Source: an optimization exercise on an open RTL-to-GDS flow (aim: small area, a short achievable clock period and few clock cycles per item). Production flows keep margins and buffers that such runs may drop.

==> inputs of branch delta <==
## execute_top
module execute_top (
    input  logic        clk,
    input  logic        rst,
    input  logic        flush,
    input  logic        alu_issue,
    input  logic [6:0]  alu_op_code,
    input  logic [2:0]  alu_funct3,
    input  logic [6:0]  alu_funct7,
    input  logic [31:0] alu_imm,
    input  logic [31:0] alu_pc,
    input  logic [31:0] alu_rs1,
    input  logic [31:0] alu_rs2,
    input  logic [5:0]  alu_pd,
    input  logic [4:0]  alu_rd,
    input  logic [4:0]  alu_rob,
    input  logic        alu_pred_taken,
    input  logic [31:0] alu_btb_pc_next,
    input  logic        mul_issue,
    input  logic [2:0]  mul_funct3,
    input  logic [31:0] mul_rs1,
    input  logic [31:0] mul_rs2,
    input  logic [5:0]  mul_pd,
    input  logic [4:0]  mul_rd,
    input  logic [4:0]  mul_rob,
    input  logic [31:0] mul_pc,
    output logic        mul_ready,
    output logic        alu_wb_valid,
    output logic [31:0] alu_pv,
    output logic [5:0]  alu_wb_pd,
    output logic [4:0]  alu_wb_rd,
    output logic [31:0] alu_wb_pc,
    output logic [4:0]  alu_wb_rob,
    output logic [31:0] alu_pc_next,
    output logic        alu_update_pc_next,
    output logic        alu_branch_taken,
    output logic        mul_wb_valid,
    output logic [31:0] mul_pv,
    output logic [5:0]  mul_wb_pd,
    output logic [4:0]  mul_wb_rd,
    output logic [31:0] mul_wb_pc,
    output logic [4:0]  mul_wb_rob
);
    exec_pkg::issue_entry_t alu_entry;
    exec_pkg::issue_entry_t mul_entry;
    exec_pkg::exec_result_t alu_result;
    exec_pkg::exec_result_t mul_result;
    always_comb begin
        alu_entry             = '0;
        alu_entry.op_code     = exec_pkg::opcode_e'(alu_op_code);
  ...
==> module alu_core, before the edit <==
module alu_core (
    input  exec_pkg::issue_entry_t  entry,
    output logic [32-1:0]   pv_a,
    output logic [32-1:0]   pv_b,
    output logic [32-1:0]   pc_next,
    output logic                    update_pc_next,
    output logic                    branch_taken
);
    localparam int XL = 32;
    logic [6:0]    op;
    logic [2:0]    f3;
    logic          f7_5;
    logic [XL-1:0] a, rs2, imm, pc, btb, b;
    assign op   = entry.op_code;
    assign f3   = entry.funct3;
    assign f7_5 = entry.funct7[5];
    assign imm  = entry.imm;
    assign pc   = entry.pc;
    assign btb  = entry.btb_pc_next;
    assign a    = entry.rs1_v;
    assign rs2  = entry.rs2_v;
    logic is_br, is_jal, is_jalr, is_lui, is_auipc, is_alu, is_op;
    assign is_br    = op[6] & ~op[2];
    assign is_jal   = op[6] & op[3];
    assign is_jalr  = op[6] & op[2] & ~op[3];
    assign is_lui   = ~op[6] & op[2] & op[5];
    assign is_auipc = ~op[6] & op[2] & ~op[5];
    assign is_alu   = ~op[6] & ~op[2];
    assign is_op    = ~op[6] & ~op[2] & op[5];
    assign b = op[5] ? rs2 : imm;
    logic [XL-1:0] add_rr, sub_rr, ri, pc_imm, pc_4, c_ri_s;
    logic          add_rr_co, c_rr_co, ri_co, pi_co, c_ri_co;
    pfx_add #(.W(XL)) u_add_rr (
        .a (a), .b (rs2), .cin (1'b0), .s (add_rr), .cout (add_rr_co)
    );
    pfx_add #(.W(XL)) u_sub_rr (
        .a (a), .b (~rs2), .cin (1'b1), .s (sub_rr), .cout (c_rr_co)
    );
    pfx_add #(.W(XL)) u_ri (
        .a (a), .b (imm), .cin (1'b0), .s (ri), .cout (ri_co)
    );
    pfx_add #(.W(XL)) u_c_ri (
        .a (a), .b (~imm), .cin (1'b1), .s (c_ri_s), .cout (c_ri_co)
    );
    pfx_add #(.W(XL)) u_pi (
        .a (pc), .b (imm), .cin (1'b0), .s (pc_imm), .cout (pi_co)
    );
    assign pc_4 = {pc[XL-1:2] + 1'b1, pc[1:0]};
    logic ltu_rr, lt_rr, ltu_ri, lt_ri, eq_rr;
    assign ltu_rr = ~c_rr_co;
    assign lt_rr  = (a[XL-1] ^ rs2[XL-1]) ? a[XL-1] : ltu_rr;
    assign ltu_ri = ~c_ri_co;
    assign lt_ri  = (a[XL-1] ^ imm[XL-1]) ? a[XL-1] : ltu_ri;
    assign eq_rr  = (a == rs2);
    logic          left, fill;
    logic [4:0]    shamt;
    logic [XL-1:0] sh_in, sh_out, sh_res;
    logic [2*XL-1:0] sh_wide;
    assign left  = ~f3[2];
    assign fill  = ~left & f7_5 & a[XL-1];
    assign shamt = op[5] ? rs2[4:0] : imm[4:0];
    always_comb begin
        for (int i = 0; i < XL; i++) begin
            sh_in[i] = left ? a[XL-1-i] : a[i];
        end
    end
    assign sh_wide = {{XL{fill}}, sh_in} >> shamt;
    assign sh_out  = sh_wide[XL-1:0];
    always_comb begin
        for (int i = 0; i < XL; i++) begin
            sh_res[i] = left ? sh_out[XL-1-i] : sh_out[i];
        end
    end
    logic [XL-1:0] need_i, gen_i, prop_i;
    logic          eq_imm, eq_4;
    assign prop_i = pc ^ imm;
    assign gen_i  = pc & imm;
    assign need_i = prop_i ^ btb;
    always_comb begin
        eq_imm = ~need_i[0];
        for (int i = 1; i < XL; i++) begin
            eq_imm = eq_imm & (need_i[i] == (gen_i[i-1] | (need_i[i-1] & prop_i[i-1])));
        end
    end
    assign eq_4 = (btb == pc_4);
    logic taken, redirect;
    always_comb begin
        case (f3)
            3'b000:  taken = eq_rr;
            3'b001:  taken = ~eq_rr;
            3'b100:  taken = lt_rr;
            3'b101:  taken = ~lt_rr;
            3'b110:  taken = ltu_rr;
            default: taken = ~ltu_rr;
        endcase
    end
    assign redirect = taken ? (~entry.pred_taken | ~eq_imm) : (entry.pred_taken | ~eq_4);
    logic sel_pc4, sel_pi, sel_add, sel_sub, sel_ri, sel_lui, sel_b;
    assign sel_pc4 = op[6] & op[2];
    assign sel_pi  = is_auipc;
    assign sel_add = is_op & (f3 == 3'b000) & ~f7_5;
    assign sel_sub = is_op & (f3 == 3'b000) & f7_5;
    assign sel_ri  = is_alu & ~op[5] & (f3 == 3'b000);
    assign sel_lui = is_lui;
    assign sel_b   = is_alu & (f3 != 3'b000);
    assign pv_a = ({XL{sel_pc4}} & pc_4) | ({XL{sel_pi}} & pc_imm)
                | ({XL{sel_add}} & add_rr) | ({XL{sel_sub}} & sub_rr)
                | ({XL{sel_ri}} & ri);
    logic [XL-1:0] alu_b;
    always_comb begin
        case (f3)
            3'b010:  alu_b = {{(XL-1){1'b0}}, op[5] ? lt_rr : lt_ri};
            3'b011:  alu_b = {{(XL-1){1'b0}}, op[5] ? ltu_rr : ltu_ri};
            3'b100:  alu_b = a ^ b;
            3'b110:  alu_b = a | b;
            3'b111:  alu_b = a & b;
            default: alu_b = sh_res;
        endcase
    end
    assign pv_b = ({XL{sel_lui}} & imm) | ({XL{sel_b}} & alu_b);
    logic br_redir;
    assign br_redir = is_br & redirect;
    assign pc_next  = ({XL{is_jal | (br_redir & taken)}} & pc_imm)
                    | ({XL{is_jalr}} & {ri[XL-1:1], 1'b0})
                    | ({XL{br_redir & ~taken}} & pc_4);
    assign update_pc_next = is_jalr | br_redir;
    assign branch_taken   = is_br & taken;
endmodule
clock: 10.0 ns
lec_check: 0
abc_area: 1
cap_margin: 20
core_margin: 2
core_utilization: 40
slew_margin: 60
standard.sh (not shown) runs the stock make flow with config.mk's settings and CLKGATE_MAP_FILE= SYNTH_SCRIPT=/design/flow/synth_recipe.tcl, a recipe that flattens the netlist after the stock synthesis.
==> flow/flow/run.sh <==
#!/bin/bash
set -o pipefail
export SETUP_SLACK_MARGIN=6
export BUFFER_PORTS_ARGS="-buffer_cell sky130_fd_sc_hd__buf_2"
bash standard.sh > standard.log 2>&1
==> branch violet: changes against branch delta <==
--- a/flow/design.v
+++ b/flow/design.v
@@ -94,22 +94,24 @@
     assign is_op    = ~op[6] & ~op[2] & op[5];
     assign b = op[5] ? rs2 : imm;
-    logic [XL-1:0] add_rr, sub_rr, ri, pc_imm, pc_4, c_ri_s;
-    logic          add_rr_co, c_rr_co, ri_co, pi_co, c_ri_co;
-    pfx_add #(.W(XL)) u_add_rr (
-        .a (a), .b (rs2), .cin (1'b0), .s (add_rr), .cout (add_rr_co)
-    );
-    pfx_add #(.W(XL)) u_sub_rr (
-        .a (a), .b (~rs2), .cin (1'b1), .s (sub_rr), .cout (c_rr_co)
+    logic [XL-1:0] rr, ri, pc_imm, pc_4;
+    logic          rr_co, ri_co, pi_co;
+    pfx_add #(.W(XL)) u_rr (
+        .a (a), .b (rs2 ^ {XL{f7_5}}), .cin (f7_5), .s (rr), .cout (rr_co)
     );
     pfx_add #(.W(XL)) u_ri (
         .a (a), .b (imm), .cin (1'b0), .s (ri), .cout (ri_co)
     );
-    pfx_add #(.W(XL)) u_c_ri (
-        .a (a), .b (~imm), .cin (1'b1), .s (c_ri_s), .cout (c_ri_co)
-    );
     pfx_add #(.W(XL)) u_pi (
         .a (pc), .b (imm), .cin (1'b0), .s (pc_imm), .cout (pi_co)
     );
     assign pc_4 = {pc[XL-1:2] + 1'b1, pc[1:0]};
+    logic [XL-1:0] c_rr_s, c_ri_s;
+    logic          c_rr_co, c_ri_co;
+    pfx_add #(.W(XL)) u_c_rr (
+        .a (a), .b (~rs2), .cin (1'b1), .s (c_rr_s), .cout (c_rr_co)
+    );
+    pfx_add #(.W(XL)) u_c_ri (
+        .a (a), .b (~imm), .cin (1'b1), .s (c_ri_s), .cout (c_ri_co)
+    );
     logic ltu_rr, lt_rr, ltu_ri, lt_ri, eq_rr;
     assign ltu_rr = ~c_rr_co;
@@ -161,15 +163,13 @@
     end
     assign redirect = taken ? (~entry.pred_taken | ~eq_imm) : (entry.pred_taken | ~eq_4);
-    logic sel_pc4, sel_pi, sel_add, sel_sub, sel_ri, sel_lui, sel_b;
+    logic sel_pc4, sel_pi, sel_rr, sel_ri, sel_lui, sel_b;
     assign sel_pc4 = op[6] & op[2];
     assign sel_pi  = is_auipc;
-    assign sel_add = is_op & (f3 == 3'b000) & ~f7_5;
-    assign sel_sub = is_op & (f3 == 3'b000) & f7_5;
+    assign sel_rr  = is_op & (f3 == 3'b000);
     assign sel_ri  = is_alu & ~op[5] & (f3 == 3'b000);
     assign sel_lui = is_lui;
     assign sel_b   = is_alu & (f3 != 3'b000);
     assign pv_a = ({XL{sel_pc4}} & pc_4) | ({XL{sel_pi}} & pc_imm)
-                | ({XL{sel_add}} & add_rr) | ({XL{sel_sub}} & sub_rr)
-                | ({XL{sel_ri}} & ri);
+                | ({XL{sel_rr}} & rr) | ({XL{sel_ri}} & ri);
     logic [XL-1:0] alu_b;
     always_comb begin
==> branch nickel: changes against branch delta <==
--- a/flow/design.v
+++ b/flow/design.v
@@ -85,5 +85,5 @@
     assign a    = entry.rs1_v;
     assign rs2  = entry.rs2_v;
-    logic is_br, is_jal, is_jalr, is_lui, is_auipc, is_alu, is_op;
+    logic is_br, is_jal, is_jalr, is_lui, is_auipc, is_alu, is_op, use_rs2;
     assign is_br    = op[6] & ~op[2];
     assign is_jal   = op[6] & op[3];
@@ -93,23 +93,26 @@
     assign is_alu   = ~op[6] & ~op[2];
     assign is_op    = ~op[6] & ~op[2] & op[5];
-    assign b = op[5] ? rs2 : imm;
-    logic [XL-1:0] add_rr, sub_rr, ri, pc_imm, pc_4, c_ri_s;
-    logic          add_rr_co, c_rr_co, ri_co, pi_co, c_ri_co;
-    pfx_add #(.W(XL)) u_add_rr (
-        .a (a), .b (rs2), .cin (1'b0), .s (add_rr), .cout (add_rr_co)
-    );
-    pfx_add #(.W(XL)) u_sub_rr (
-        .a (a), .b (~rs2), .cin (1'b1), .s (sub_rr), .cout (c_rr_co)
+    assign use_rs2  = op[5] & ~op[2];
+    assign b = use_rs2 ? rs2 : imm;
+    logic [XL-1:0] rr, ri, pc_imm, pc_4;
+    logic          rr_co, ri_co, pi_co;
+    pfx_add #(.W(XL)) u_rr (
+        .a (a), .b (rs2 ^ {XL{f7_5}}), .cin (f7_5), .s (rr), .cout (rr_co)
     );
     pfx_add #(.W(XL)) u_ri (
         .a (a), .b (imm), .cin (1'b0), .s (ri), .cout (ri_co)
     );
-    pfx_add #(.W(XL)) u_c_ri (
-        .a (a), .b (~imm), .cin (1'b1), .s (c_ri_s), .cout (c_ri_co)
-    );
     pfx_add #(.W(XL)) u_pi (
         .a (pc), .b (imm), .cin (1'b0), .s (pc_imm), .cout (pi_co)
     );
     assign pc_4 = {pc[XL-1:2] + 1'b1, pc[1:0]};
+    logic [XL-1:0] c_rr_s, c_ri_s;
+    logic          c_rr_co, c_ri_co;
+    pfx_add #(.W(XL)) u_c_rr (
+        .a (a), .b (~rs2), .cin (1'b1), .s (c_rr_s), .cout (c_rr_co)
+    );
+    pfx_add #(.W(XL)) u_c_ri (
+        .a (a), .b (~imm), .cin (1'b1), .s (c_ri_s), .cout (c_ri_co)
+    );
     logic ltu_rr, lt_rr, ltu_ri, lt_ri, eq_rr;
     assign ltu_rr = ~c_rr_co;
@@ -124,5 +127,5 @@
     assign left  = ~f3[2];
     assign fill  = ~left & f7_5 & a[XL-1];
-    assign shamt = op[5] ? rs2[4:0] : imm[4:0];
+    assign shamt = use_rs2 ? rs2[4:0] : imm[4:0];
     always_comb begin
         for (int i = 0; i < XL; i++) begin
@@ -161,20 +164,18 @@
     end
     assign redirect = taken ? (~entry.pred_taken | ~eq_imm) : (entry.pred_taken | ~eq_4);
-    logic sel_pc4, sel_pi, sel_add, sel_sub, sel_ri, sel_lui, sel_b;
+    logic sel_pc4, sel_pi, sel_rr, sel_ri, sel_lui, sel_b;
     assign sel_pc4 = op[6] & op[2];
     assign sel_pi  = is_auipc;
-    assign sel_add = is_op & (f3 == 3'b000) & ~f7_5;
-    assign sel_sub = is_op & (f3 == 3'b000) & f7_5;
+    assign sel_rr  = is_op & (f3 == 3'b000);
     assign sel_ri  = is_alu & ~op[5] & (f3 == 3'b000);
     assign sel_lui = is_lui;
     assign sel_b   = is_alu & (f3 != 3'b000);
     assign pv_a = ({XL{sel_pc4}} & pc_4) | ({XL{sel_pi}} & pc_imm)
-                | ({XL{sel_add}} & add_rr) | ({XL{sel_sub}} & sub_rr)
-                | ({XL{sel_ri}} & ri);
+                | ({XL{sel_rr}} & rr) | ({XL{sel_ri}} & ri);
     logic [XL-1:0] alu_b;
     always_comb begin
         case (f3)
-            3'b010:  alu_b = {{(XL-1){1'b0}}, op[5] ? lt_rr : lt_ri};
-            3'b011:  alu_b = {{(XL-1){1'b0}}, op[5] ? ltu_rr : ltu_ri};
+            3'b010:  alu_b = {{(XL-1){1'b0}}, use_rs2 ? lt_rr : lt_ri};
+            3'b011:  alu_b = {{(XL-1){1'b0}}, use_rs2 ? ltu_rr : ltu_ri};
             3'b100:  alu_b = a ^ b;
             3'b110:  alu_b = a | b;
Settings changed: SLEW_MARGIN 60 to 20.
==> summary of the runs <==
The lowest synthesized area belongs to branch violet, the highest to branch delta. Branch violet finished clean. Branch delta finished clean. Branch nickel completed with no timing, DRC or antenna violations. Between branch delta and branch violet, the lower clock skew is in branch delta (gap 0.0073 ns). Maximum frequency: branch nickel > branch violet > branch delta. The highest non-clock buffer count belongs to branch delta, the lowest to branch nickel.
No run of this note included a check of the RTL's function; only the layout flow was run.

[port drivers added, routing unchanged]
The results above use ideal ports. As a check the final layouts listed here were re-extracted and re-timed, cells and wires unchanged.
Step 1, drivers: a clkbuf_16 drives clk and a buf_2 each remaining input, both assumed.
Step 2 times the ports against the registers' clock, not the clock port: input delays grow and output delays shrink by t, the midpoint of the rising clock arrivals with the driver on.
a / b / c = no drivers / after step 1 / after step 2; a / b = the first two.
run	t, ns	slack for setup (ns)	hold WS [ns]	worst register clock-pin slew, ns	worst data-port slew with drivers (ns)
branch delta	0.734	4.772 / 4.776 / 4.042	0.324 / 0.324 / 0.324	0.07 / 0.07	0.17
branch violet	0.750	5.959 / 5.967 / 5.217	0.314 / 0.314 / 0.314	0.08 / 0.08	0.13
branch nickel	0.760	6.029 / 6.038 / 5.277	0.319 / 0.319 / 0.319	0.07 / 0.07	0.17
After both steps every run listed still meets setup and hold. For branch nickel, which loses most, drivers alone change the setup slack by +0.009 ns; drivers and shift together by -0.752 ns.
